From an optimization exercise on the open Yosys and OpenROAD flow, aimed at small area and a short achievable clock period; shortcuts taken in it are not production practice.
Where RTL was checked, it was by simulation tests only, not by an equivalence proof against the original.
Only the layout flow was run in runs 2 and 3; the RTL was not checked for function there.
Power and IR drop assume default switching activity.

==> flow/config.mk <==
export PLATFORM = sky130hd
export DESIGN_NAME = xy_frame_sequencer
export DESIGN_NICKNAME = xy_frame_sequencer
export VERILOG_FILES = /design/flow/design.v
export SDC_FILE = /design/flow/constraint.sdc
export NUM_CORES = 4
export LEC_CHECK = 0
export CAP_MARGIN = 20
export CORE_MARGIN = 2
export CORE_UTILIZATION = 40
export SLEW_MARGIN = 20
==> flow/constraint.sdc <==
create_clock -name core_clock -period 9.0 [get_ports {clk}]
set_input_delay 1.8000 -clock core_clock [delete_from_list [all_inputs] [get_ports {clk}]]
set_output_delay 1.8000 -clock core_clock [all_outputs]
set_load 0.01 [all_outputs]
==> flow/design.v <==
package dandy_pkg;
   localparam logic [7:0] HDR_BYTE = 8'hA5;
   localparam logic [7:0] DAC_MID  = 8'h80;
   typedef struct packed {
      logic [7:0] x;
      logic [7:0] y;
   } point_t;
endpackage
module xy_point_bank (
   input  logic        clk,
   input  logic        en_i,      
   input  logic        load_i,    
   input  logic [15:0] wdata_i,
   input  logic        one_i,     
   input  logic        two_i,     
   input  logic [5:0]  inc_i,     
   output logic [15:0] head_o,
   output logic [15:0] p1_o
);
   logic [15:0] h_q, p1_q, t_q;
   logic [29:0][15:0] sa_q;
   logic [15:0][15:0] s16_q;
   logic [7:0][15:0]  s8_q;
   logic [3:0][15:0]  s4_q;
   logic [1:0][15:0]  s2_q;
   logic [15:0] s1_q;
   logic [15:0] tin, c0, c1, c2, c3, c4, c5, c6;
   assign tin = load_i ? wdata_i : h_q;
   assign c0 = t_q;
   assign c1 = inc_i[0] ? sa_q[0]  : c0;
   assign c2 = inc_i[1] ? s16_q[0] : c1;
   assign c3 = inc_i[2] ? s8_q[0]  : c2;
   assign c4 = inc_i[3] ? s4_q[0]  : c3;
   assign c5 = inc_i[4] ? s2_q[0]  : c4;
   assign c6 = inc_i[5] ? s1_q     : c5;
   always_ff @(posedge clk)
      if (en_i) begin
         h_q  <= one_i ? tin : p1_q;
         p1_q <= two_i ? tin : c6;
         t_q  <= tin;
         for (int i = 0; i < 29; i++) sa_q[i]  <= sa_q[i+1];
         sa_q[29]  <= c0;
         for (int i = 0; i < 15; i++) s16_q[i] <= s16_q[i+1];
         s16_q[15] <= c1;
         for (int i = 0; i < 7; i++)  s8_q[i]  <= s8_q[i+1];
         s8_q[7]   <= c2;
         for (int i = 0; i < 3; i++)  s4_q[i]  <= s4_q[i+1];
         s4_q[3]   <= c3;
         s2_q[0]   <= s2_q[1];
         s2_q[1]   <= c4;
         s1_q      <= c5;
      end
   assign head_o = h_q;
   assign p1_o   = p1_q;
endmodule
module xy_frame_sequencer
#(
   parameter int          DEPTH   = 64,
   parameter int          DWELL   = 2,
   parameter logic [15:0] TIMEOUT = 16'd50000
) (
   input  logic       clk,
   input  logic       reset,
   input  logic       enable,
   input  logic       step,
   input  logic       rx_valid,
   input  logic [7:0] rx_data,
   output logic [7:0] xdac,
   output logic [7:0] ydac,
   output logic       frame_start,
   output logic       loading,
   output logic       load_err
);
   logic       st_c_q, st_x_q, st_y_q, busy_q, err_q;
   logic [6:0] n_q;             
   logic [6:0] rem_q;           
   logic       last_q;          
   logic [7:0] x_q;
   logic       hdr, cnt_ok, wr_en, ld_done;
   logic [15:0] wdata;
   assign hdr     = (rx_data == dandy_pkg::HDR_BYTE);
   assign cnt_ok  = (rx_data != 8'd0) && (rx_data <= 8'd64);
   assign wr_en   = rx_valid && st_y_q;
   assign ld_done = wr_en && last_q;
   assign wdata   = {x_q, rx_data};
   always_ff @(posedge clk)
      if (reset) begin
         st_c_q <= 1'b0;
         st_x_q <= 1'b0;
         st_y_q <= 1'b0;
         busy_q <= 1'b0;
         err_q  <= 1'b0;
      end else if (rx_valid) begin
         st_c_q <= !busy_q && hdr;
         st_x_q <= (st_c_q && cnt_ok) || (st_y_q && !last_q);
         st_y_q <= st_x_q;
         busy_q <= (!busy_q && hdr) || (st_c_q && cnt_ok) || st_x_q || (st_y_q && !last_q);
         if (st_c_q) err_q <= !cnt_ok;
      end
   always_ff @(posedge clk)
      if (rx_valid) begin
         if (st_c_q) begin
            n_q    <= rx_data[6:0];
            rem_q  <= rx_data[6:0];
            last_q <= (rx_data == 8'd1);
         end
         if (st_x_q) x_q <= rx_data;
         if (st_y_q) begin
            rem_q  <= rem_q - 7'd1;
            last_q <= (rem_q == 7'd2);
         end
      end
   logic [6:0] s3, rem5;
   logic       cf_one, cf_two, cf_big;
   logic [5:0] cf_inc, cf_lidx;
   assign cf_one  = (n_q == 7'd1);
   assign cf_two  = (n_q == 7'd2);
   assign s3      = n_q - 7'd3;
   assign cf_big  = !cf_one && !cf_two && (s3 >= 7'd30);
   assign rem5    = cf_big ? s3 - 7'd30 : s3;
   assign cf_inc  = {rem5[0], rem5[1], rem5[2], rem5[3], rem5[4], cf_big};
   assign cf_lidx = 6'(n_q - 7'd1);
   logic       one_q [2];
   logic       two_q [2];
   logic [5:0] inc_q [2];
   logic [5:0] lidx_q[2];       
   logic        run_q, dwell_q, act_q, swp_q, fs_q, rot_q, have_q;
   logic [5:0]  idx_q;
   logic [15:0] rdata_q;
   logic [15:0] head [2];
   logic [15:0] p1   [2];
   logic        last_pt, adv, wrap, swap_w, swap_i, start, rd_en;
   logic        act_n;
   assign act_n   = ~act_q;
   assign last_pt = (idx_q == lidx_q[act_q]);
   assign start   = !run_q && enable && have_q;
   assign adv     = run_q && enable && step && dwell_q;
   assign wrap    = adv && last_pt;
   assign swap_w  = wrap && (swp_q || ld_done) && (!(st_x_q || st_y_q) || ld_done);
   assign swap_i  = ld_done && !have_q;
   assign rd_en   = start || adv;
   always_ff @(posedge clk)
      if (rx_valid && st_x_q) begin
         one_q[act_n]  <= cf_one;
         two_q[act_n]  <= cf_two;
         inc_q[act_n]  <= cf_inc;
         lidx_q[act_n] <= cf_lidx;
      end
   always_ff @(posedge clk)
      if (reset) begin
         run_q   <= 1'b0;
         dwell_q <= 1'b0;
         idx_q   <= '0;
         act_q   <= 1'b0;
         swp_q   <= 1'b0;
         fs_q    <= 1'b0;
         rot_q   <= 1'b0;
         have_q  <= 1'b0;
         rdata_q <= {dandy_pkg::DAC_MID, dandy_pkg::DAC_MID};
      end else begin
         fs_q   <= start || wrap;
         rot_q  <= rd_en;
         have_q <= have_q || ld_done;
         if (start) run_q <= 1'b1;
         if (start)                          dwell_q <= 1'b0;
         else if (run_q && enable && step)   dwell_q <= !dwell_q;
         if (start || wrap) idx_q <= '0;
         else if (adv)      idx_q <= idx_q + 6'd1;
         if (swap_i || swap_w) act_q <= act_n;
         if (swap_w)                 swp_q <= 1'b0;
         else if (ld_done && have_q) swp_q <= 1'b1;
         if (swap_w) rdata_q <= !ld_done ? head[act_n] : one_q[act_n] ? wdata : p1[act_n];
         else if (rd_en) rdata_q <= head[act_q];
      end
   for (genvar b = 0; b < 2; b++) begin : g_bank
      logic en, ld;
      assign ld = (act_q != 1'(b));
      assign en = ld ? wr_en : rot_q;
      xy_point_bank u_bank (
         .clk     (clk),
         .en_i    (en),
         .load_i  (ld),
         .wdata_i (wdata),
         .one_i   (one_q[b]),
         .two_i   (two_q[b]),
         .inc_i   (inc_q[b]),
         .head_o  (head[b]),
         .p1_o    (p1[b])
      );
   end
   assign xdac        = rdata_q[15:8];
   assign ydac        = rdata_q[7:0];
   assign frame_start = fs_q;
   assign loading     = busy_q;
   assign load_err    = err_q;
endmodule
==> flow/run.sh <==
#!/bin/bash
# synth_recipe.tcl (not shown) runs the flow's synth.tcl, then flattens the netlist and writes it again
# the make line also repeats each setting of config.mk as NAME=value (left out here)
make -C /OpenROAD-flow-scripts/flow DESIGN_CONFIG=/design/flow/config.mk WORK_HOME=/design/flow/orfs CLKGATE_MAP_FILE= SYNTH_SCRIPT=/design/flow/synth_recipe.tcl finish
==> summary.txt, run 1 <==
# TYPE chip_impl_metric gauge
chip_impl_metric{name="drt_wl_total",unit="um"} 102000
chip_impl_info{name="synth_top_area_cell",value="sky130_fd_sc_hd__edfxtp_1"} 1
chip_impl_metric{name="grt_start_max_net_pins",unit=""} 196
chip_impl_metric{name="initial_utilization",unit="%"} 40.2
chip_impl_metric{name="cell_depth_of_the_worst_flop_to_flop_path",unit=""} 5
chip_impl_info{name="kind_of_critical_path",value="input port to flop"} 1
chip_impl_metric{name="drt_pass1_iterations",unit=""} 5
chip_impl_metric{name="synth_seq_cells",unit=""} 2132
chip_impl_metric{name="drtAntennaViolNets",unit=""} 0
chip_impl_metric{name="tns",unit="ns"} 0
chip_impl_info{name="cts_root_buffer",value="sky130_fd_sc_hd__clkbuf_16"} 1
chip_impl_metric{name="cts.repair.resized",unit=""} 0
chip_impl_info{name="cp-end-kind",value="flop"} 1
chip_impl_info{name="slowest_stage",value="sky130_fd_sc_hd__clkdlybuf4s50_1"} 1
chip_impl_metric{name="initialDrtViolationCount",unit=""} 3053
chip_impl_info{name="rsz0062_at_grt",value="no"} 1
chip_impl_metric{name="grt_use_total",unit="%"} 11.2
chip_impl_info{name="worstPathCellList",value="clkdlybuf4s50_1 -> nand2_4 -> o21ai_4 -> buf_4 -> buf_4"} 1
chip_impl_metric{name="first_pass_grt_wire_length",unit="um"} 156000
chip_impl_metric{name="wire_per_inst",unit="um"} 17.5
chip_impl_metric{name="cts_inserted_buffers",unit=""} 196
chip_impl_metric{name="p_seq_share",unit="%"} 56.3
chip_impl_metric{name="area_share_of_the_largest_cell_type_after_synthesis",unit="%"} 90.3
chip_impl_metric{name="timing.hold.worst_path_depth",unit=""} 0
chip_impl_metric{name="cts_hold_buf",unit=""} 0
chip_impl_info{name="timing.hold.worst.class",value="flop to flop"} 1
chip_impl_metric{name="final_global_route_overflow_total",unit=""} 0
chip_impl_metric{name="ctsHtreeMaxLevel",unit=""} 4
chip_impl_info{name="startpoint_type",value="input port"} 1
chip_impl_metric{name="worstPathMaxFanout",unit=""} 63
chip_impl_metric{name="design.final.nets",unit=""} 3362
chip_impl_info{name="min-delay-start",value="g_bank[0].u_bank.sa_q[106]"} 1
chip_impl_metric{name="p_switching",unit="mW"} 3.64
chip_impl_info{name="critical_path.most_common_cell",value="sky130_fd_sc_hd__buf_4"} 1
chip_impl_metric{name="fp.dieArea",unit="um2"} 178000
chip_impl_metric{name="synth_xor_area_share",unit="%"} 0.298
chip_impl_metric{name="hpwlAfterDp",unit="um"} 54500
chip_impl_metric{name="worst-slew-pin-transition",unit="ns"} 1.06
chip_impl_info{name="synth-main-ff-cell",value="sky130_fd_sc_hd__edfxtp_1"} 1
chip_impl_metric{name="number_of_global_route_vias_before_repair",unit=""} 26100
chip_impl_metric{name="core-area",unit="um2"} 174000
chip_impl_metric{name="final.setup_skew",unit="ns"} 0.0397
chip_impl_metric{name="flow.area_growth_from_synthesis",unit="%"} 14.1
chip_impl_metric{name="worst-r2r-setup-slack",unit="ns"} 5.40
chip_impl_metric{name="power_per_cell_area",unit="nW/um2"} 242
chip_impl_metric{name="timing.max_slew.rel_slack",unit="%"} 29.3
chip_impl_metric{name="n_fill_cell",unit=""} 14400
chip_impl_metric{name="final_hold_viol_count",unit=""} 0
chip_impl_metric{name="internal_power",unit="mW"} 15.6
chip_impl_metric{name="p_leak",unit="nW"} 25.0
chip_impl_metric{name="syn-instance-count",unit=""} 3155
chip_impl_metric{name="edff_count_synth",unit=""} 2097
chip_impl_metric{name="max_transition_viols_final",unit=""} 0
chip_impl_metric{name="fmax",unit="MHz"} 234
chip_impl_metric{name="irDropWorstVdd",unit="uV"} 156
chip_impl_metric{name="fp.dieW",unit="um"} 422
chip_impl_metric{name="placement_rows",unit=""} 153
chip_impl_metric{name="synth_area_per_cell",unit="um2"} 22.1
chip_impl_metric{name="drive_above_1_share",unit="%"} 11.0
chip_impl_metric{name="max_cap_viol_count",unit=""} 0
chip_impl_info{name="status",value="complete, no violations"} 1
chip_impl_metric{name="clockBufferDepth",unit=""} 3
chip_impl_metric{name="critical_path_arrival",unit="ns"} 4.70
chip_impl_metric{name="cts.reportedPaths.clkPinSlew",unit="ns"} 0.06
chip_impl_metric{name="numClockSinks",unit=""} 2132
chip_impl_metric{name="async_reset_ff_share",unit="%"} 0
chip_impl_info{name="ys_top_cells_by_count",value="sky130_fd_sc_hd__edfxtp_1 (2097), sky130_fd_sc_hd__nand2_1 (188), sky130_fd_sc_hd__a21oi_1 (175), sky130_fd_sc_hd__nand2b_1 (71), sky130_fd_sc_hd__nor2_1 (68)"} 1
chip_impl_metric{name="antenna_found_initial",unit=""} 7
chip_impl_metric{name="clock_power_share",unit="%"} 43.1
chip_impl_metric{name="remaining_drc_errors",unit=""} 0
chip_impl_metric{name="finalSetupViolations",unit=""} 0
chip_impl_metric{name="critical-path-max-stage-delay",unit="ns"} 0.75
chip_impl_metric{name="finalWeightedCongestion",unit=""} 0.803
chip_impl_metric{name="vias",unit=""} 27400
chip_impl_metric{name="synthAdderAreaFrac",unit="%"} 0.161
chip_impl_metric{name="power",unit="mW"} 19.3
chip_impl_info{name="holdPathEnd",value="g_bank[0].u_bank.sa_q[90]"} 1
chip_impl_metric{name="share_of_the_cycle_needed_by_the_critical_path_after_routing",unit="%"} 47.5
chip_impl_info{name="synth.most_common_cell",value="sky130_fd_sc_hd__edfxtp_1"} 1
chip_impl_metric{name="p_comb_share",unit="%"} 0.6
chip_impl_info{name="synth.area.top_cells",value="sky130_fd_sc_hd__edfxtp_1 (90%), sky130_fd_sc_hd__a21oi_1 (1.3%), sky130_fd_sc_hd__nand2_1 (1.0%)"} 1
chip_impl_metric{name="postSynthNetCount",unit=""} 3177
chip_impl_metric{name="timing.final.crit_period",unit="ns"} 4.28
chip_impl_metric{name="synth_simple_gate_area_share",unit="%"} 3.00
chip_impl_info{name="rr_startpoint",value="act_q"} 1
chip_impl_metric{name="chipHeight",unit="um"} 422
chip_impl_metric{name="number_of_setup_buffers_added_after_cts",unit=""} 0
chip_impl_info{name="reg2reg_end",value="g_bank[0].u_bank.sa_q[187]"} 1
chip_impl_metric{name="worstPathRequired",unit="ns"} 9.42
chip_impl_metric{name="synth.lib_cells_used.distinct",unit=""} 57
chip_impl_metric{name="vias_per_cell",unit=""} 4.70
chip_impl_metric{name="clk-insertion-delay-late",unit="ns"} 0.80
chip_impl_info{name="synth_top_family_by_area",value="compound AO/OA/AOI/OAI gates"} 1
chip_impl_metric{name="synth_compound_gate_area_share",unit="%"} 3.03
chip_impl_metric{name="design.portCount",unit=""} 32
chip_impl_metric{name="synth_mux_area_share",unit="%"} 1.43
chip_impl_metric{name="power_switching_share",unit="%"} 18.9
chip_impl_metric{name="syn_area",unit="um2"} 69800
chip_impl_metric{name="ys.warnings.count",unit=""} 4
chip_impl_metric{name="seq_area_frac_synth",unit="%"} 91.3
chip_impl_info{name="cts_tree",value="built"} 1
chip_impl_metric{name="total_of_buffers_placed_on_input_and_output_ports",unit=""} 31
==> worst max-delay path by stage <==
stage | slack, ns | to | cells past startpoint | from
global route | 4.56 | g_bank[1].u_bank.sa_q[14] | 5 | rx_valid
floorplan | -9.98 | g_bank[1].u_bank.h_q[0] | 3 | rx_valid
finish | 4.72 | g_bank[1].u_bank.sa_q[286] | 5 | rx_valid
global placement | 3.92 | g_bank[1].u_bank.sa_q[24] | 5 | rx_valid
detailed placement | 3.88 | g_bank[1].u_bank.sa_q[40] | 5 | rx_valid
CTS | 4.78 | g_bank[1].u_bank.sa_q[40] | 5 | rx_valid
==> layer usage <==
layer	part of all wire [%]	wire, um	global-route usage, %
met1	50	51000	17.6
met2	42	43300	15.3
met3	5.0	5090	2.61
met4	2.7	2790	4.03
met5	0.022	23	0
==> logic make-up (layout without fill, tap and decap cells) <==
| kind of cell | count (synthesis) | in the layout |
|---|---|---|
| adders and majority gates | 9 | 9 |
| muxes | 75 | 75 |
| buffers and inverters | 137 | 483 |
| DFF | 2132 | 2132 |
| AOI/OAI and AO/OA | 347 | 347 |
| and+or+nand+nor | 433 | 433 |
| xor gates and xnor gates | 22 | 22 |
| other | 0 | 3 |
==> placed cells by master (no fill, tap or decap), drive strengths merged, types with 4 or more instances in the layout <==
master,n
mux2,35
clkinvlp,10
a31oi,32
mux4,16
inv,69
o21ai,39
nor2,68
and3,6
nand2,188
nor3,13
nand2b,71
buf,32
ha,9
clkdlybuf4s50,31
or3,4
bufinv,25
o21a,33
a21oi,175
clkinv,78
mux2i,24
nand4,4
nor2b,51
o211ai,48
dfxtp,35
clkbuf,238
edfxtp,2097
xnor2,15
nand3,18
xor2,7
==> registers in the layout, summed over array words and instances, names as in the netlist, 2 cells and up, named ones only <==
signal and cells:
g_bank.u_bank.h_q 32, g_bank.u_bank.p1_q 32, g_bank.u_bank.s16_q 512, g_bank.u_bank.s1_q 32, g_bank.u_bank.s2_q 64, g_bank.u_bank.s4_q 128
g_bank.u_bank.s8_q 256, g_bank.u_bank.sa_q 960, g_bank.u_bank.t_q 32, idx_q 6, inc_q 10, lidx_q 12
n_q 7, one_q 2, rdata_q 16, rem_q 7, two_q 2, x_q 8
==> power by group through the flow <==
| stage | clock, mW | combinational, mW | sequential, mW |
|---|---|---|---|
| 2_1_floorplan | 0 | 0.0720 | 11.1 |
| 3_3_place_gp | 0 | 0.108 | 11.1 |
| 3_5_place_dp | 0 | 0.111 | 11.1 |
| 4_1_cts | 8.60 | 0.111 | 10.8 |
| 5_1_grt | 8.97 | 0.121 | 10.8 |
| 6_report | 8.32 | 0.109 | 10.9 |
==> per-stage QoR <==
| stage | cell area (um2) | utilization [%] | setup WS (ns) | hold slack [ns] | std cells |
|---|---|---|---|---|---|
| after floorplan | 69800 | - | -9.98 | 0.400 | 3155 |
| after global placement | 73000 | 42.1 | 3.92 | 0.401 | 5466 |
| after detailed placement | 73000 | 42.1 | 3.88 | 0.405 | 5466 |
| after CTS | 79600 | 45.8 | 4.78 | 0.374 | 5825 |
| after global routing | 79600 | 45.8 | 4.56 | 0.388 | 5827 |
| final | 79600 | 45.8 | 4.72 | 0.378 | 5829 |
==> critical path, delay by kind of cell <==
| kind | cells | cell delay (ns) |
|---|---|---|
| AO/OA/AOI/OAI | 1 | 0.75 |
| buffers and inverters | 3 | 2.00 |
| AND/OR/NAND/NOR | 1 | 0.08 |
==> layout make-up <==
class                   count  area, um2  area share, %
well taps                2325       2910           3.65
flip-flops and latches   2132      63700           80.0
multi-input cells         886       5560           6.99
clock inverters           121       1460           1.83
inverters                  61        229          0.288
diodes                      3       7.51        0.00943
repair buffers             63        683          0.858
clock buffers             238       5080           6.39
==> run 2: changes to the inputs <==
--- a/flow/design.v
+++ b/flow/design.v
@@ -132,4 +132,7 @@
    logic        last_pt, adv, wrap, swap_w, swap_i, start, rd_en;
    logic        act_n;
+   logic        wr_q, wb_q, lag_q;
+   logic [15:0] wd_q;
+   logic [15:0] lhead [2];      
    assign act_n   = ~act_q;
    assign last_pt = (idx_q == lidx_q[act_q]);
@@ -156,4 +159,5 @@
          fs_q    <= 1'b0;
          rot_q   <= 1'b0;
+         lag_q   <= 1'b0;
          have_q  <= 1'b0;
          rdata_q <= {dandy_pkg::DAC_MID, dandy_pkg::DAC_MID};
@@ -161,4 +165,5 @@
          fs_q   <= start || wrap;
          rot_q  <= rd_en;
+         lag_q  <= (rot_q || lag_q) && wr_q && (wb_q == act_q);
          have_q <= have_q || ld_done;
          if (start) run_q <= 1'b1;
@@ -170,16 +175,26 @@
          if (swap_w)                 swp_q <= 1'b0;
          else if (ld_done && have_q) swp_q <= 1'b1;
-         if (swap_w) rdata_q <= !ld_done ? head[act_n] : one_q[act_n] ? wdata : p1[act_n];
-         else if (rd_en) rdata_q <= head[act_q];
-      end
+         if (swap_w) rdata_q <= !ld_done ? lhead[act_n] : one_q[act_n] ? wdata : p1[act_n];
+         else if (rd_en) rdata_q <= lhead[act_q];
+      end
+   always_ff @(posedge clk) begin
+      wr_q <= wr_en;
+      if (wr_en) begin
+         wb_q <= act_n;
+         wd_q <= wdata;
+      end
+   end
    for (genvar b = 0; b < 2; b++) begin : g_bank
-      logic en, ld;
-      assign ld = (act_q != 1'(b));
-      assign en = ld ? wr_en : rot_q;
+      logic en, ld, rot, sel1;
+      assign ld   = wr_q && (wb_q == 1'(b));
+      assign rot  = (rot_q || lag_q) && (act_q == 1'(b));
+      assign en   = ld || rot;
+      assign sel1 = ld || (lag_q && (act_q == 1'(b)));
+      assign lhead[b] = !sel1 ? head[b] : !one_q[b] ? p1[b] : ld ? wd_q : head[b];
       xy_point_bank u_bank (
          .clk     (clk),
          .en_i    (en),
          .load_i  (ld),
-         .wdata_i (wdata),
+         .wdata_i (wd_q),
          .one_i   (one_q[b]),
          .two_i   (two_q[b]),
==> run 2 against run 1 <==
Against the previous run: critical path depth decreased by 4; final area increased by 1.7%; first-iteration DRC count increased by 0.33%; clock power shrank 1%; hold slack improved by 0.013 ns; die area up 2.0%; non-clock buffer count increased by 7; still clean; sequential share of layout area shrank 0.64 points; clock skew rose by 0.0022 ns; via count rose by 4.3%; worst setup slack better by 0.36 ns; area after synthesis grew 2.0%; critical endpoint is now ydac[3].
==> summary.txt, run 2 <==
# TYPE chip_impl_metric gauge
chip_impl_info{name="status",value="complete, no violations"} 1
chip_impl_metric{name="number_of_global_route_vias_before_repair",unit=""} 27500
chip_impl_metric{name="hpwlAfterDp",unit="um"} 61200
chip_impl_metric{name="postSynthNetCount",unit=""} 3300
chip_impl_info{name="synth.area.top_cells",value="sky130_fd_sc_hd__edfxtp_1 (89%), sky130_fd_sc_hd__mux2i_1 (1.4%), sky130_fd_sc_hd__nor2_1 (1.0%)"} 1
chip_impl_metric{name="design.final.nets",unit=""} 3473
chip_impl_metric{name="flow.area_growth_from_synthesis",unit="%"} 13.7
chip_impl_metric{name="share_of_the_cycle_needed_by_the_critical_path_after_routing",unit="%"} 43.5
chip_impl_metric{name="initialDrtViolationCount",unit=""} 3063
chip_impl_metric{name="critical_path_buf_inv_count",unit=""} 1
chip_impl_metric{name="drtAntennaViolNets",unit=""} 0
chip_impl_metric{name="placement_rows",unit=""} 154
chip_impl_metric{name="max_cap_viol_count",unit=""} 0
chip_impl_info{name="timing.critical_path.max_delay_family",value="flip-flops"} 1
chip_impl_info{name="timing.hold.worst.class",value="flop to flop"} 1
chip_impl_info{name="cts_root_buffer",value="sky130_fd_sc_hd__clkbuf_16"} 1
chip_impl_metric{name="numClockSinks",unit=""} 2151
chip_impl_metric{name="drive_above_1_share",unit="%"} 11.6
chip_impl_metric{name="wire_per_inst",unit="um"} 18.4
chip_impl_metric{name="drt_wl_total",unit="um"} 109000
chip_impl_metric{name="vias_per_cell",unit=""} 4.80
chip_impl_metric{name="cts_inserted_buffers",unit=""} 200
chip_impl_metric{name="critical_path_arrival",unit="ns"} 2.12
chip_impl_metric{name="largest_register_ffs",unit=""} 960
chip_impl_metric{name="worst-slew-pin-transition",unit="ns"} 1.12
chip_impl_info{name="layout_top_registers",value="g_bank.u_bank.sa_q x960, g_bank.u_bank.s16_q x512, g_bank.u_bank.s8_q x256"} 1
chip_impl_info{name="synth.most_common_cell",value="sky130_fd_sc_hd__edfxtp_1"} 1
chip_impl_info{name="worstPathCellList",value="clkdlybuf4s50_1"} 1
chip_impl_metric{name="power",unit="mW"} 19.3
chip_impl_metric{name="seq_area_frac_synth",unit="%"} 90.2
chip_impl_info{name="slowest_stage",value="sky130_fd_sc_hd__dfxtp_1"} 1
chip_impl_metric{name="hold-worst-slack",unit="ns"} 0.391
chip_impl_info{name="ys_top_cells_by_count",value="sky130_fd_sc_hd__edfxtp_1 (2114), sky130_fd_sc_hd__nor2_1 (198), sky130_fd_sc_hd__nand2_1 (122), sky130_fd_sc_hd__mux2i_1 (96), sky130_fd_sc_hd__o21ai_0 (92)"} 1
chip_impl_metric{name="timing.final.crit_period",unit="ns"} 3.92
chip_impl_metric{name="syn-instance-count",unit=""} 3278
chip_impl_metric{name="final_hold_viol_count",unit=""} 0
chip_impl_metric{name="ctsHtreeMaxLevel",unit=""} 4
chip_impl_metric{name="drt_pass1_iterations",unit=""} 6
chip_impl_metric{name="final_cell_area",unit="um2"} 80900
chip_impl_metric{name="clk-insertion-delay-late",unit="ns"} 0.83
chip_impl_metric{name="synth_seq_cells",unit=""} 2151
chip_impl_metric{name="antenna_found_initial",unit=""} 5
chip_impl_metric{name="synth_area_per_cell",unit="um2"} 21.7
chip_impl_metric{name="chipHeight",unit="um"} 426
chip_impl_info{name="top_register",value="g_bank.u_bank.sa_q"} 1
chip_impl_metric{name="max_transition_viols_final",unit=""} 0
chip_impl_info{name="cp-end-kind",value="output port"} 1
chip_impl_metric{name="placement.cell_area",unit="um2"} 74400
chip_impl_metric{name="initial_utilization",unit="%"} 40.3
chip_impl_metric{name="area.sequential",unit="um2"} 64200
chip_impl_metric{name="syn_area",unit="um2"} 71200
chip_impl_metric{name="area_share_of_the_largest_cell_type_after_synthesis",unit="%"} 89.2
chip_impl_metric{name="fmax",unit="MHz"} 255
chip_impl_info{name="synth_top_area_cell",value="sky130_fd_sc_hd__edfxtp_1"} 1
chip_impl_metric{name="clockBufferDepth",unit=""} 3
chip_impl_info{name="cts_tree",value="built"} 1
chip_impl_metric{name="total_of_buffers_placed_on_input_and_output_ports",unit=""} 31
chip_impl_metric{name="critical-path-max-stage-delay",unit="ns"} 0.67
chip_impl_metric{name="worst-r2r-setup-slack",unit="ns"} 5.24
chip_impl_info{name="kind_of_critical_path",value="flop to output port"} 1
chip_impl_metric{name="grt_use_total",unit="%"} 12.0
chip_impl_metric{name="edff_count_synth",unit=""} 2114
chip_impl_metric{name="grt_start_max_net_pins",unit=""} 198
chip_impl_metric{name="core-area",unit="um2"} 176000
chip_impl_metric{name="power_per_cell_area",unit="nW/um2"} 238
chip_impl_metric{name="finalSetupViolations",unit=""} 0
chip_impl_metric{name="fp.dieW",unit="um"} 426
chip_impl_metric{name="tns",unit="ns"} 0
chip_impl_metric{name="remaining_drc_errors",unit=""} 0
chip_impl_info{name="synth-main-ff-cell",value="sky130_fd_sc_hd__edfxtp_1"} 1
chip_impl_metric{name="first_pass_grt_wire_length",unit="um"} 167000
chip_impl_metric{name="number_of_setup_buffers_added_after_cts",unit=""} 0
chip_impl_metric{name="fp.dieArea",unit="um2"} 181000
chip_impl_metric{name="n_fill_cell",unit=""} 14700
chip_impl_metric{name="cts_hold_buf",unit=""} 0
chip_impl_info{name="mostFrequentLayoutCell",value="sky130_fd_sc_hd__edfxtp_1"} 1
chip_impl_metric{name="worstPathRequired",unit="ns"} 7.20
chip_impl_metric{name="final_global_route_overflow_total",unit=""} 0
chip_impl_metric{name="synth.lib_cells_used.distinct",unit=""} 62
chip_impl_metric{name="multiInputGateArea",unit="um2"} 6240
chip_impl_metric{name="vias",unit=""} 28600
chip_impl_metric{name="fin_util",unit="%"} 45.9
chip_impl_metric{name="p_leak",unit="nW"} 25.7
chip_impl_metric{name="final.setup_skew",unit="ns"} 0.0418
chip_impl_info{name="rsz0062_at_grt",value="no"} 1
chip_impl_metric{name="async_reset_ff_share",unit="%"} 0
chip_impl_metric{name="worstPathMaxFanout",unit=""} 2
chip_impl_metric{name="cts.repair.resized",unit=""} 0
chip_impl_metric{name="finalWeightedCongestion",unit=""} 0.858
chip_impl_metric{name="design.portCount",unit=""} 32
chip_impl_info{name="startpoint_type",value="flop"} 1
chip_impl_metric{name="irDropWorstVdd",unit="uV"} 166
chip_impl_metric{name="ys.warnings.count",unit=""} 6
chip_impl_info{name="mostFrequentLayoutCells",value="sky130_fd_sc_hd__edfxtp_1 (2114), sky130_fd_sc_hd__clkbuf_16 (200), sky130_fd_sc_hd__nor2_1 (197)"} 1
chip_impl_metric{name="cts.reportedPaths.clkPinSlew",unit="ns"} 0.06
chip_impl_metric{name="timing.max_slew.rel_slack",unit="%"} 25.5
==> run 2: cell count changes after synthesis, moves of 47 or more <==
cell	change
sky130_fd_sc_hd__a21oi_1	-98
sky130_fd_sc_hd__mux2i_1	+73
sky130_fd_sc_hd__nand2_1	-66
sky130_fd_sc_hd__nand2b_1	-68
sky130_fd_sc_hd__nor2_1	+130
sky130_fd_sc_hd__nor2b_1	-47
sky130_fd_sc_hd__o21ai_0	+55
==> run 2: cells by family after synthesis <==
| group | synth area share, % |
|---|---|
| compound gates | 3.27 |
| flops | 90.2 |
| fa+ha+maj | 0.158 |
| simple gates | 2.43 |
| xor+xnor | 0.357 |
| mux | 2.53 |
| buf+inv | 1.03 |
==> run 2: metal layers <==
layer	track usage [%]	wire, um	vias up
met5	0	0	-
li1	-	-	13200
met2	16.8	47600	565
met3	2.64	4620	201
met1	18.2	53600	14600
met4	4.84	3610	0
==> run 2: report_power, final <==
part	total [mW]	switching, mW	internal, mW
logic	0.109	0.0788	0.0302
registers	10.9	0.0216	10.9
clock network	8.24	3.59	4.65
total	19.3	3.69	15.6
==> run 2: final cells by class <==
class                           instances  share of cell area [%]
Sequential cell                      2151                    79.4
Multi-Input combinational cell        953                    7.71
Clock buffer                          247                    6.41
Tap cell                             2340                    3.62
Clock inverter                        118                    1.62
Timing Repair Buffer                   70                   0.924
Inverter                               75                   0.348
Antenna cell                            4                  0.0124
==> run 2: final timing paths <==
path | start | endpoint | depth (start not counted)
worst max-delay path | rdata_q[3] | ydac[3] | 1
worst min-delay path | g_bank[0].u_bank.s8_q[65] | g_bank[0].u_bank.s8_q[49] | 0
worst max register to register | wb_q | g_bank[0].u_bank.s16_q[133] | 6
worst min register to register | g_bank[0].u_bank.s8_q[65] | g_bank[0].u_bank.s8_q[49] | 0
==> run 2: stage by stage <==
step / std cells / setup slack [ns]
floorplan: 3278 / -8.60
global placement: 5588 / 4.41
detailed placement: 5588 / 4.38
CTS: 5953 / 5.04
global route: 5954 / 5.01
finish: 5958 / 5.08
==> run 3: changes to the inputs <==
==> flow/flow/run.sh (new file) <==
#!/bin/bash
# Standard ORFS layout (the standard.sh, standard synthesis unchanged) with
# a few layout knobs passed to make:
#  - footprint matching off, so timing repair may resize the port buffers;
#  - port buffers start as buf_2 rather than a delay cell;
#  - setup repair aims at a tighter slack margin;
#  - CTS without dummy loads and with larger sink clusters.
set -euo pipefail
bash standard.sh \
  MATCH_CELL_FOOTPRINT=0 \
  SETUP_SLACK_MARGIN=6 \
  "BUFFER_PORTS_ARGS=-buffer_cell sky130_fd_sc_hd__buf_2" \
  "CTS_ARGS=-sink_clustering_enable -repair_clock_nets -sink_clustering_size 30 -sink_clustering_max_diameter 80 -buf_list sky130_fd_sc_hd__clkbuf_16 -dont_use_dummy_load" \
  finish > make_finish.log 2>&1
==> flow/standard.sh (new file) <==
#!/bin/bash
# synth_recipe.tcl (not shown) runs the flow's synth.tcl, then flattens the netlist and writes it again
# the make line also repeats each setting of config.mk as NAME=value (left out here)
make -C /OpenROAD-flow-scripts/flow DESIGN_CONFIG=/design/flow/config.mk WORK_HOME=/design/flow/orfs CLKGATE_MAP_FILE= SYNTH_SCRIPT=/design/flow/synth_recipe.tcl "${@:-finish}"
--- a/flow/config.mk
+++ b/flow/config.mk
@@ -8,4 +8,4 @@
 export CAP_MARGIN = 20
 export CORE_MARGIN = 2
-export CORE_UTILIZATION = 40
+export CORE_UTILIZATION = 55
 export SLEW_MARGIN = 20
removed: flow/run.sh
==> run 3 against run 2 <==
Against the previous run: hold slack got worse by 0.016 ns; die area decreased by 27%; area after synthesis unchanged; first-iteration DRC count increased by 1.4%; utilization increased by 14 points; routed wire length increased by 1.8%; non-clock buffer count increased by 19; critical endpoint is now xdac[7]; still clean; cell count decreased by 15%; count of clock-buffer cells in the layout decreased by 155; clock skew increased by 0.030 ns.
==> summary.txt, run 3 <==
# TYPE chip_impl_metric gauge
chip_impl_metric{name="p_comb_share",unit="%"} 0.7
chip_impl_info{name="synth.most_common_cell",value="sky130_fd_sc_hd__edfxtp_1"} 1
chip_impl_info{name="cts_root_buffer",value="sky130_fd_sc_hd__clkbuf_16"} 1
chip_impl_metric{name="critical_path_arrival",unit="ns"} 1.22
chip_impl_metric{name="drive_above_1_share",unit="%"} 9.22
chip_impl_metric{name="clockBufferDepth",unit=""} 3
chip_impl_metric{name="synth_area_per_cell",unit="um2"} 21.7
chip_impl_metric{name="max_transition_viols_final",unit=""} 0
chip_impl_metric{name="syn-instance-count",unit=""} 3278
chip_impl_metric{name="n_fill_cell",unit=""} 9012
chip_impl_metric{name="edff_count_synth",unit=""} 2114
chip_impl_metric{name="postSynthNetCount",unit=""} 3300
chip_impl_metric{name="final.setup_skew",unit="ns"} 0.0715
chip_impl_metric{name="critical_path_buf_inv_count",unit=""} 1
chip_impl_metric{name="cts_inserted_buffers",unit=""} 92
chip_impl_metric{name="hpwlAfterDp",unit="um"} 62400
chip_impl_metric{name="p_seq_share",unit="%"} 70.2
chip_impl_metric{name="design.portCount",unit=""} 32
chip_impl_metric{name="design.final.nets",unit=""} 3385
chip_impl_metric{name="number_of_global_route_vias_before_repair",unit=""} 26900
chip_impl_metric{name="cts_hold_buf",unit=""} 0
chip_impl_metric{name="synth.lib_cells_used.distinct",unit=""} 62
chip_impl_metric{name="worstPathRequired",unit="ns"} 7.20
chip_impl_metric{name="final_global_route_overflow_total",unit=""} 0
chip_impl_metric{name="share_of_the_cycle_needed_by_the_critical_path_after_routing",unit="%"} 33.5
chip_impl_info{name="cts_tree",value="built"} 1
chip_impl_metric{name="clk-insertion-delay-late",unit="ns"} 0.73
chip_impl_metric{name="clock_power_share",unit="%"} 29.0
chip_impl_metric{name="fp.dieArea",unit="um2"} 132000
chip_impl_info{name="synth_top_area_cell",value="sky130_fd_sc_hd__edfxtp_1"} 1
chip_impl_metric{name="first_pass_grt_wire_length",unit="um"} 167000
chip_impl_info{name="mostFrequentLayoutCells",value="sky130_fd_sc_hd__edfxtp_1 (2114), sky130_fd_sc_hd__nor2_1 (196), sky130_fd_sc_hd__nand2_1 (122)"} 1
chip_impl_metric{name="syn_area",unit="um2"} 71200
chip_impl_metric{name="core-area",unit="um2"} 128000
chip_impl_metric{name="cts.reportedPaths.clkPinSlew",unit="ns"} 0.10
chip_impl_metric{name="largest_register_ffs",unit=""} 960
chip_impl_metric{name="critical-path-max-stage-delay",unit="ns"} 0.41
chip_impl_metric{name="power",unit="mW"} 15.6
chip_impl_metric{name="irDropWorstVdd",unit="uV"} 151
chip_impl_metric{name="placement_rows",unit=""} 131
chip_impl_info{name="kind_of_critical_path",value="flop to output port"} 1
chip_impl_info{name="top_register",value="g_bank.u_bank.sa_q"} 1
chip_impl_info{name="timing.critical_path.max_delay_family",value="flip-flops"} 1
chip_impl_info{name="layout_top_registers",value="g_bank.u_bank.sa_q x960, g_bank.u_bank.s16_q x512, g_bank.u_bank.s8_q x256"} 1
chip_impl_info{name="synth-main-ff-cell",value="sky130_fd_sc_hd__edfxtp_1"} 1
chip_impl_metric{name="drt_wl_total",unit="um"} 111000
chip_impl_info{name="cp-end-kind",value="output port"} 1
chip_impl_info{name="mostFrequentLayoutCell",value="sky130_fd_sc_hd__edfxtp_1"} 1
chip_impl_metric{name="total_of_buffers_placed_on_input_and_output_ports",unit=""} 31
chip_impl_metric{name="ys.warnings.count",unit=""} 6
chip_impl_info{name="ys_top_cells_by_count",value="sky130_fd_sc_hd__edfxtp_1 (2114), sky130_fd_sc_hd__nor2_1 (198), sky130_fd_sc_hd__nand2_1 (122), sky130_fd_sc_hd__mux2i_1 (96), sky130_fd_sc_hd__o21ai_0 (92)"} 1
chip_impl_metric{name="timing.final.crit_period",unit="ns"} 3.02
chip_impl_metric{name="seq_area_frac_synth",unit="%"} 90.2
chip_impl_metric{name="p_leak",unit="nW"} 23.9
chip_impl_metric{name="fp.dieW",unit="um"} 364
chip_impl_info{name="synth.area.top_cells",value="sky130_fd_sc_hd__edfxtp_1 (89%), sky130_fd_sc_hd__mux2i_1 (1.4%), sky130_fd_sc_hd__nor2_1 (1.0%)"} 1
chip_impl_metric{name="flow.area_growth_from_synthesis",unit="%"} 7.26
chip_impl_info{name="timing.hold.worst.class",value="flop to flop"} 1
chip_impl_metric{name="finalSetupViolations",unit=""} 0
chip_impl_metric{name="p_switching",unit="mW"} 2.79
chip_impl_metric{name="area_share_of_the_largest_cell_type_after_synthesis",unit="%"} 89.2
chip_impl_metric{name="vias_per_cell",unit=""} 5.53
chip_impl_metric{name="drt_pass1_iterations",unit=""} 7
chip_impl_info{name="status",value="complete, no violations"} 1
chip_impl_metric{name="worstPathMaxFanout",unit=""} 2
chip_impl_metric{name="worst-slew-pin-transition",unit="ns"} 0.879
chip_impl_info{name="startpoint_type",value="flop"} 1
chip_impl_metric{name="remaining_drc_errors",unit=""} 0
chip_impl_metric{name="initial_utilization",unit="%"} 55.6
chip_impl_metric{name="finalWeightedCongestion",unit=""} 0.841
chip_impl_metric{name="internal_power",unit="mW"} 12.8
chip_impl_info{name="rsz0062_at_grt",value="yes"} 1
chip_impl_metric{name="drtAntennaViolNets",unit=""} 0
chip_impl_metric{name="grt_start_max_net_pins",unit=""} 195
chip_impl_metric{name="hold-worst-slack",unit="ns"} 0.375
chip_impl_metric{name="max_cap_viol_count",unit=""} 0
chip_impl_metric{name="synth_seq_cells",unit=""} 2151
chip_impl_metric{name="wire_per_inst",unit="um"} 21.9
chip_impl_metric{name="fmax",unit="MHz"} 332
chip_impl_metric{name="power_per_cell_area",unit="nW/um2"} 204
chip_impl_info{name="slowest_stage",value="sky130_fd_sc_hd__dfxtp_4"} 1
chip_impl_metric{name="antenna_found_initial",unit=""} 11
chip_impl_metric{name="grt_use_total",unit="%"} 16.7
chip_impl_metric{name="chipHeight",unit="um"} 364
chip_impl_info{name="worstPathCellList",value="buf_6"} 1
chip_impl_metric{name="final_hold_viol_count",unit=""} 0
chip_impl_metric{name="timing.max_slew.rel_slack",unit="%"} 41.3
chip_impl_metric{name="vias",unit=""} 28100
chip_impl_metric{name="initialDrtViolationCount",unit=""} 3107
chip_impl_metric{name="ctsHtreeMaxLevel",unit=""} 3
chip_impl_metric{name="power_switching_share",unit="%"} 17.9
chip_impl_metric{name="numClockSinks",unit=""} 2151
chip_impl_metric{name="tns",unit="ns"} 0
chip_impl_metric{name="async_reset_ff_share",unit="%"} 0
[run 3: layout make-up]
| type | count | area, um2 | share of cell area, % |
|---|---|---|---|
| timing repair buffer | 89 | 1050 | 1.37 |
| timing repair inverter | 1 | 7.51 | 0.00983 |
| antenna | 3 | 7.51 | 0.00983 |
| inverter | 75 | 285 | 0.374 |
| tap | 1729 | 2160 | 2.83 |
| multi-input combinational | 953 | 6260 | 8.21 |
| clock buffer | 92 | 2300 | 3.02 |
| sequential | 2151 | 64300 | 84.2 |
[run 3: routing by layer]
metal	routed length (um)	part of all wire [%]	up-vias	GRT usage (%)
met1	54200	49	14600	26.9
met2	48100	43	574	23.5
li1	-	-	12800	-
met5	75	0.067	-	0
met3	6290	5.6	155	3.59
met4	2640	2.4	12	4.38
[run 3: cells by family after synthesis]
kind of cell / count (synthesis) / share of synthesized area [%]
AOI/OAI and AO/OA: 347 / 3.27
DFF: 2151 / 90.2
xor gates and xnor gates: 29 / 0.357
adders and majority gates: 9 / 0.158
and+or+nand+nor: 409 / 2.43
muxes: 159 / 2.53
buffers and inverters: 174 / 1.03
[run 3: worst paths after layout]
check / from / end / slack, ns / depth (start not counted)
worst max-delay path: rdata_q[15] / xdac[7] / 5.98 / 1
worst min-delay path: g_bank[0].u_bank.sa_q[353] / g_bank[0].u_bank.sa_q[337] / 0.38 / 0
worst max register to register: wr_q / rdata_q[7] / 6.20 / 7
worst min register to register: g_bank[0].u_bank.sa_q[353] / g_bank[0].u_bank.sa_q[337] / 0.38 / 0
[run 3: metrics by stage]
| stage | util [%] | instances | cell area, um2 | setup slack [ns] |
|---|---|---|---|---|
| after floorplan | - | 3278 | 71200 | -8.55 |
| after global placement | 57.3 | 4975 | 73400 | 4.91 |
| after detailed placement | 57.4 | 4977 | 73400 | 4.88 |
| after CTS | 59.5 | 5083 | 76200 | 5.76 |
| after global routing | 59.6 | 5092 | 76300 | 5.92 |
| final | 59.6 | 5093 | 76300 | 5.98 |
[run 3: what timing repair did]
action / 4_1_cts / 5_1_grt
cloned: 6 / 1
endpoints found under the setup margin: 1635 / 919
buffers inserted: 8 / 4
gates resized for setup: 108 / 24
pin swaps: 0 / 2
[run 3: power groups by stage]
| stage | Combinational [mW] | Sequential (mW) | Clock [mW] |
|---|---|---|---|
| 4_1_cts | 0.111 | 10.9 | 4.74 |
| 6_report | 0.112 | 10.9 | 4.52 |
| 2_1_floorplan | 0.0711 | 11.2 | 0 |
| 3_5_place_dp | 0.106 | 11.2 | 0 |
| 5_1_grt | 0.122 | 10.9 | 5.03 |
| 3_3_place_gp | 0.102 | 11.2 | 0 |
==> run 4: changes to the inputs <==
--- a/flow/design.v
+++ b/flow/design.v
@@ -12,45 +12,35 @@
    input  logic        load_i,    
    input  logic [15:0] wdata_i,
-   input  logic        one_i,     
-   input  logic        two_i,     
    input  logic [5:0]  inc_i,     
    output logic [15:0] head_o,
-   output logic [15:0] p1_o
+   output logic [15:0] next_o
 );
-   logic [15:0] h_q, p1_q, t_q;
-   logic [29:0][15:0] sa_q;
-   logic [15:0][15:0] s16_q;
-   logic [7:0][15:0]  s8_q;
-   logic [3:0][15:0]  s4_q;
-   logic [1:0][15:0]  s2_q;
-   logic [15:0] s1_q;
-   logic [15:0] tin, c0, c1, c2, c3, c4, c5, c6;
-   assign tin = load_i ? wdata_i : h_q;
-   assign c0 = t_q;
-   assign c1 = inc_i[0] ? sa_q[0]  : c0;
-   assign c2 = inc_i[1] ? s16_q[0] : c1;
-   assign c3 = inc_i[2] ? s8_q[0]  : c2;
-   assign c4 = inc_i[3] ? s4_q[0]  : c3;
-   assign c5 = inc_i[4] ? s2_q[0]  : c4;
-   assign c6 = inc_i[5] ? s1_q     : c5;
+   logic [15:0]        h_q;
+   logic [31:0][15:0]  s32_q;
+   logic [15:0][15:0]  s16_q;
+   logic [7:0][15:0]   s8_q;
+   logic [3:0][15:0]   s4_q;
+   logic [1:0][15:0]   s2_q;
+   logic [15:0]        s1_q;
+   logic [15:0]        c0, c1, c2, c3, c4, c5, c6;
+   assign c0 = load_i ? wdata_i : h_q;
+   assign c1 = inc_i[5] ? s32_q[0] : c0;
+   assign c2 = inc_i[4] ? s16_q[0] : c1;
+   assign c3 = inc_i[3] ? s8_q[0]  : c2;
+   assign c4 = inc_i[2] ? s4_q[0]  : c3;
+   assign c5 = inc_i[1] ? s2_q[0]  : c4;
+   assign c6 = inc_i[0] ? s1_q     : c5;
    always_ff @(posedge clk)
       if (en_i) begin
-         h_q  <= one_i ? tin : p1_q;
-         p1_q <= two_i ? tin : c6;
-         t_q  <= tin;
-         for (int i = 0; i < 29; i++) sa_q[i]  <= sa_q[i+1];
-         sa_q[29]  <= c0;
-         for (int i = 0; i < 15; i++) s16_q[i] <= s16_q[i+1];
-         s16_q[15] <= c1;
-         for (int i = 0; i < 7; i++)  s8_q[i]  <= s8_q[i+1];
-         s8_q[7]   <= c2;
-         for (int i = 0; i < 3; i++)  s4_q[i]  <= s4_q[i+1];
-         s4_q[3]   <= c3;
-         s2_q[0]   <= s2_q[1];
-         s2_q[1]   <= c4;
+         h_q       <= c6;
+         s32_q     <= {c0, s32_q[31:1]};
+         s16_q     <= {c1, s16_q[15:1]};
+         s8_q      <= {c2, s8_q[7:1]};
+         s4_q      <= {c3, s4_q[3:1]};
+         s2_q      <= {c4, s2_q[1]};
          s1_q      <= c5;
       end
    assign head_o = h_q;
-   assign p1_o   = p1_q;
+   assign next_o = c6;
 endmodule
 module xy_frame_sequencer
@@ -111,17 +101,5 @@
          end
       end
-   logic [6:0] s3, rem5;
-   logic       cf_one, cf_two, cf_big;
-   logic [5:0] cf_inc, cf_lidx;
-   assign cf_one  = (n_q == 7'd1);
-   assign cf_two  = (n_q == 7'd2);
-   assign s3      = n_q - 7'd3;
-   assign cf_big  = !cf_one && !cf_two && (s3 >= 7'd30);
-   assign rem5    = cf_big ? s3 - 7'd30 : s3;
-   assign cf_inc  = {rem5[0], rem5[1], rem5[2], rem5[3], rem5[4], cf_big};
-   assign cf_lidx = 6'(n_q - 7'd1);
-   logic       one_q [2];
-   logic       two_q [2];
-   logic [5:0] inc_q [2];
+   logic       one_q [2];       
    logic [5:0] lidx_q[2];       
    logic        run_q, dwell_q, act_q, swp_q, fs_q, rot_q, have_q;
@@ -129,5 +107,5 @@
    logic [15:0] rdata_q;
    logic [15:0] head [2];
-   logic [15:0] p1   [2];
+   logic [15:0] nxt  [2];
    logic        last_pt, adv, wrap, swap_w, swap_i, start, rd_en;
    logic        act_n;
@@ -145,8 +123,6 @@
    always_ff @(posedge clk)
       if (rx_valid && st_x_q) begin
-         one_q[act_n]  <= cf_one;
-         two_q[act_n]  <= cf_two;
-         inc_q[act_n]  <= cf_inc;
-         lidx_q[act_n] <= cf_lidx;
+         one_q[act_n]  <= (n_q == 7'd1);
+         lidx_q[act_n] <= 6'(n_q - 7'd1);
       end
    always_ff @(posedge clk)
@@ -175,5 +151,5 @@
          if (swap_w)                 swp_q <= 1'b0;
          else if (ld_done && have_q) swp_q <= 1'b1;
-         if (swap_w) rdata_q <= !ld_done ? lhead[act_n] : one_q[act_n] ? wdata : p1[act_n];
+         if (swap_w) rdata_q <= !ld_done ? lhead[act_n] : one_q[act_n] ? wdata : nxt[act_n];
          else if (rd_en) rdata_q <= lhead[act_q];
       end
@@ -191,5 +167,5 @@
       assign en   = ld || rot;
       assign sel1 = ld || (lag_q && (act_q == 1'(b)));
-      assign lhead[b] = !sel1 ? head[b] : !one_q[b] ? p1[b] : ld ? wd_q : head[b];
+      assign lhead[b] = sel1 ? nxt[b] : head[b];
       xy_point_bank u_bank (
          .clk     (clk),
@@ -197,9 +173,7 @@
          .load_i  (ld),
          .wdata_i (wd_q),
-         .one_i   (one_q[b]),
-         .two_i   (two_q[b]),
-         .inc_i   (inc_q[b]),
+         .inc_i   (lidx_q[b]),
          .head_o  (head[b]),
-         .p1_o    (p1[b])
+         .next_o  (nxt[b])
       );
    end
==> run 4 against run 3 <==
Against the previous run: critical endpoint is now ydac[2]; via count increased by 3.0%; worst setup slack got worse by 0.049 ns; highest routed layer is now met4; utilization increased by 0.12 points; still clean; global-route usage increased by 1.4 points; critical path depth unchanged; sequential power about the same; sequential share of layout area decreased by 0.51 points; first-iteration DRC count decreased by 0.87%; area after synthesis decreased by 0.29%; maximum frequency decreased by 1.6%.
==> summary.txt, run 4 <==
# TYPE chip_impl_metric gauge
chip_impl_metric{name="postSynthNetCount",unit=""} 3349
chip_impl_metric{name="ctsHtreeMaxLevel",unit=""} 3
chip_impl_metric{name="ys.warnings.count",unit=""} 6
chip_impl_metric{name="drt_pass1_iterations",unit=""} 8
chip_impl_metric{name="flow.area_growth_from_synthesis",unit="%"} 7.65
chip_impl_metric{name="design.portCount",unit=""} 32
chip_impl_metric{name="chipHeight",unit="um"} 363
chip_impl_metric{name="finalWeightedCongestion",unit=""} 0.842
chip_impl_metric{name="first_pass_grt_wire_length",unit="um"} 178000
chip_impl_metric{name="vias_per_cell",unit=""} 5.68
chip_impl_metric{name="worstPathRequired",unit="ns"} 7.20
chip_impl_info{name="rsz0062_at_grt",value="yes"} 1
chip_impl_info{name="timing.hold.worst.class",value="flop to flop"} 1
chip_impl_metric{name="number_of_global_route_vias_before_repair",unit=""} 27900
chip_impl_metric{name="clockBufferDepth",unit=""} 3
chip_impl_metric{name="edff_count_synth",unit=""} 2102
chip_impl_info{name="cts_root_buffer",value="sky130_fd_sc_hd__clkbuf_16"} 1
chip_impl_metric{name="largest_register_ffs",unit=""} 1024
chip_impl_info{name="synth-main-ff-cell",value="sky130_fd_sc_hd__edfxtp_1"} 1
chip_impl_metric{name="fmax",unit="MHz"} 326
chip_impl_info{name="startpoint_type",value="flop"} 1
chip_impl_metric{name="drtAntennaViolNets",unit=""} 0
chip_impl_metric{name="tns",unit="ns"} 0
chip_impl_metric{name="core-area",unit="um2"} 128000
chip_impl_metric{name="placement_rows",unit=""} 131
chip_impl_metric{name="cts_hold_buf",unit=""} 0
chip_impl_metric{name="initialDrtViolationCount",unit=""} 3080
chip_impl_metric{name="area_share_of_the_largest_cell_type_after_synthesis",unit="%"} 88.9
chip_impl_metric{name="syn_area",unit="um2"} 71000
chip_impl_metric{name="pre_cts_ws",unit="ns"} 4.08
chip_impl_metric{name="fin_util",unit="%"} 59.8
chip_impl_info{name="ys_top_cells_by_count",value="sky130_fd_sc_hd__edfxtp_1 (2102), sky130_fd_sc_hd__nand2_1 (215), sky130_fd_sc_hd__nor2_1 (153), sky130_fd_sc_hd__o21ai_0 (99), sky130_fd_sc_hd__inv_1 (54)"} 1
chip_impl_metric{name="numClockSinks",unit=""} 2139
chip_impl_metric{name="synth_area_per_cell",unit="um2"} 21.3
chip_impl_metric{name="vias",unit=""} 29000
chip_impl_metric{name="remaining_drc_errors",unit=""} 0
chip_impl_metric{name="final.setup_skew",unit="ns"} 0.0691
chip_impl_metric{name="hpwlAfterDp",unit="um"} 69900
chip_impl_metric{name="antenna_found_initial",unit=""} 3
chip_impl_metric{name="final_global_route_overflow_total",unit=""} 0
chip_impl_metric{name="clk-insertion-delay-late",unit="ns"} 0.73
chip_impl_metric{name="wire_per_inst",unit="um"} 23.6
chip_impl_metric{name="async_reset_ff_share",unit="%"} 0
chip_impl_metric{name="fin_ws",unit="ns"} 5.94
chip_impl_metric{name="drt_wl_total",unit="um"} 121000
chip_impl_info{name="cp-end-kind",value="output port"} 1
chip_impl_info{name="kind_of_critical_path",value="flop to output port"} 1
chip_impl_info{name="mostFrequentLayoutCell",value="sky130_fd_sc_hd__edfxtp_1"} 1
chip_impl_metric{name="critical-path-max-stage-delay",unit="ns"} 0.44
chip_impl_info{name="status",value="complete, no violations"} 1
chip_impl_metric{name="timing.final.crit_period",unit="ns"} 3.06
chip_impl_info{name="layout_top_registers",value="g_bank.u_bank.s32_q x1024, g_bank.u_bank.s16_q x512, g_bank.u_bank.s8_q x256"} 1
chip_impl_info{name="synth.area.top_cells",value="sky130_fd_sc_hd__edfxtp_1 (89%), sky130_fd_sc_hd__nand2_1 (1.1%), sky130_fd_sc_hd__dfxtp_1 (1.0%)"} 1
chip_impl_metric{name="critical_path_buf_inv_count",unit=""} 1
chip_impl_metric{name="max_transition_viols_final",unit=""} 0
chip_impl_metric{name="cts.reportedPaths.clkPinSlew",unit="ns"} 0.10
chip_impl_metric{name="max_cap_viol_count",unit=""} 0
chip_impl_metric{name="initial_utilization",unit="%"} 55.5
chip_impl_metric{name="critical_path_arrival",unit="ns"} 1.26
chip_impl_metric{name="worstPathMaxFanout",unit=""} 2
chip_impl_metric{name="share_of_the_cycle_needed_by_the_critical_path_after_routing",unit="%"} 34.0
chip_impl_metric{name="finalSetupViolations",unit=""} 0
chip_impl_metric{name="power_per_cell_area",unit="nW/um2"} 202
chip_impl_info{name="worstPathCellList",value="buf_6"} 1
chip_impl_metric{name="total_of_buffers_placed_on_input_and_output_ports",unit=""} 31
chip_impl_metric{name="cts_inserted_buffers",unit=""} 90
chip_impl_metric{name="drive_above_1_share",unit="%"} 10.3
chip_impl_info{name="timing.critical_path.max_delay_family",value="flip-flops"} 1
chip_impl_metric{name="irDropWorstVdd",unit="uV"} 155
chip_impl_metric{name="syn-instance-count",unit=""} 3331
chip_impl_info{name="synth.most_common_cell",value="sky130_fd_sc_hd__edfxtp_1"} 1
chip_impl_metric{name="fp.dieArea",unit="um2"} 132000
chip_impl_info{name="top_register",value="g_bank.u_bank.s32_q"} 1
chip_impl_metric{name="synth_seq_cells",unit=""} 2139
chip_impl_metric{name="synth.lib_cells_used.distinct",unit=""} 88
chip_impl_info{name="cts_tree",value="built"} 1
chip_impl_info{name="synth_top_area_cell",value="sky130_fd_sc_hd__edfxtp_1"} 1
chip_impl_metric{name="grt_start_max_net_pins",unit=""} 208
chip_impl_info{name="mostFrequentLayoutCells",value="sky130_fd_sc_hd__edfxtp_1 (2102), sky130_fd_sc_hd__nand2_1 (211), sky130_fd_sc_hd__nor2_1 (148)"} 1
chip_impl_metric{name="p_leak",unit="nW"} 23.9
chip_impl_metric{name="seq_area_frac_synth",unit="%"} 90.0
chip_impl_metric{name="final_std_cells_w_o_fill",unit=""} 5102
chip_impl_metric{name="fp.dieW",unit="um"} 363
chip_impl_metric{name="timing.max_slew.rel_slack",unit="%"} 24.9
chip_impl_metric{name="final_hold_viol_count",unit=""} 0
chip_impl_metric{name="design.final.nets",unit=""} 3458
chip_impl_metric{name="grt_use_total",unit="%"} 18.2
chip_impl_metric{name="placedCellCount",unit=""} 4970
chip_impl_metric{name="worst-slew-pin-transition",unit="ns"} 1.13
chip_impl_info{name="slowest_stage",value="sky130_fd_sc_hd__dfxtp_4"} 1
## run 4: cell count changes after synthesis, sizes merged, moves of 21 or more
cell | previous run | this run
nand2 | 125 | 215
mux2i | 96 | 17
nor2 | 198 | 153
a22o | 33 | 0
a21oi | 77 | 47
a21o | 1 | 26
o211ai | 40 | 15
o21a | 0 | 23
o31ai | 5 | 28
a211oi | 6 | 27
inv | 75 | 54
nand2b | 3 | 24
o21ai | 93 | 114
## run 4: per-stage QoR
step                      hold WS (ns)  power [mW]  area, um2
final                            0.365        15.5      76400
after global routing             0.387        16.0      76400
after CTS                        0.368        15.7      76100
after detailed placement         0.405        11.2      73200
after global placement           0.400        11.2      73200
after floorplan                  0.400        11.2      71000
## run 4: area by class of cell
| class | instances | area, um2 |
|---|---|---|
| repair inverters | 1 | 5.00 |
| multi-input cells | 1038 | 6670 |
| inverters | 57 | 233 |
| well taps | 1662 | 2080 |
| diodes | 2 | 5.00 |
| fillers | 9049 | 51400 |
| clock buffers | 90 | 2250 |
| flip-flops and latches | 2139 | 63900 |
| repair buffers | 113 | 1240 |
## run 4: logic make-up (layout without fill, tap and decap cells)
logic type / count (synthesis) / after routing / share of synthesized area (%)
and+or+nand+nor: 526 / 527 / 3.40
buffers and inverters: 156 / 261 / 0.947
other: 0 / 2 / 0
AOI/OAI and AO/OA: 427 / 428 / 4.46
adders and majority gates: 5 / 5 / 0.0882
DFF: 2139 / 2139 / 90.0
xor gates and xnor gates: 23 / 23 / 0.284
muxes: 55 / 55 / 0.843
## run 4: worst register-to-register path, delay by kind of cell (launching register included)
kind                   cells  cell delay, ns
flip-flops                 1            0.37
buffers and inverters      3            0.84
AND/OR/NAND/NOR            2            0.80
AO/OA/AOI/OAI              4            0.80
## run 4: final timing paths
check | from | endpoint | slack (ns) | cells past startpoint
setup / recovery | rdata_q[2] | ydac[2] | 5.94 | 1
hold / removal | g_bank[0].u_bank.s4_q[24] | g_bank[0].u_bank.s4_q[8] | 0.36 | 0
setup reg to reg | wr_q | rdata_q[10] | 6.05 | 9
hold reg to reg | g_bank[0].u_bank.s4_q[24] | g_bank[0].u_bank.s4_q[8] | 0.36 | 0
## run 4: routing by layer
layer	vias to the layer above	share of wire, %	track usage, %
met3	141	4.4	2.28
met4	0	2.5	5.53
li1	13100	-	-
met1	15100	49	29.5
met2	568	44	26.1
met5	-	0	0
## run 4: timing repair
action | CTS | global route
pin swaps | 3 | 4
endpoints found under the setup margin | 1385 | 35
gates cloned | 9 | 1
buffers inserted | 12 | 18
endpoints found under the hold margin | 0 | 0
resized for setup | 126 | 34
## run 4: where the power goes
group,internal (mW),switching (mW),total (mW),leakage [nW]
registers,10.8,0.0203,10.9,19.2
clock network,1.80,2.66,4.46,1.11
logic,0.0305,0.0987,0.129,3.53

-- static timing again, ports no longer ideal --
The results above use ideal ports. As a check the final layouts listed here were re-extracted and re-timed, cells and wires unchanged.
Step 1: set_driving_cell puts a clkbuf_16 on clk and a buf_2 on each other input, an assumption about the parent block.
Step 2 times the ports against the registers' clock, not the clock port: input delays grow and output delays shrink by t, the midpoint of the rising clock arrivals with the driver on.
a / b / c = ideal ports / drivers / drivers and shift; a / b = the first two.
run	shift t [ns]	setup slack, ns	worst register clock-pin slew, ns
run 1	0.857	4.721 / 4.660 / 3.804	0.07 / 0.07
run 2	0.880	5.084 / 5.010 / 4.334	0.07 / 0.07
run 3	0.771	5.985 / 5.909 / 5.316	0.11 / 0.11
run 4	0.768	5.936 / 5.859 / 5.308	0.11 / 0.11
After both steps every run listed still meets setup and hold. The setup slack of run 1, which loses most, moves by -0.061 ns with the drivers and by -0.917 ns with both steps.
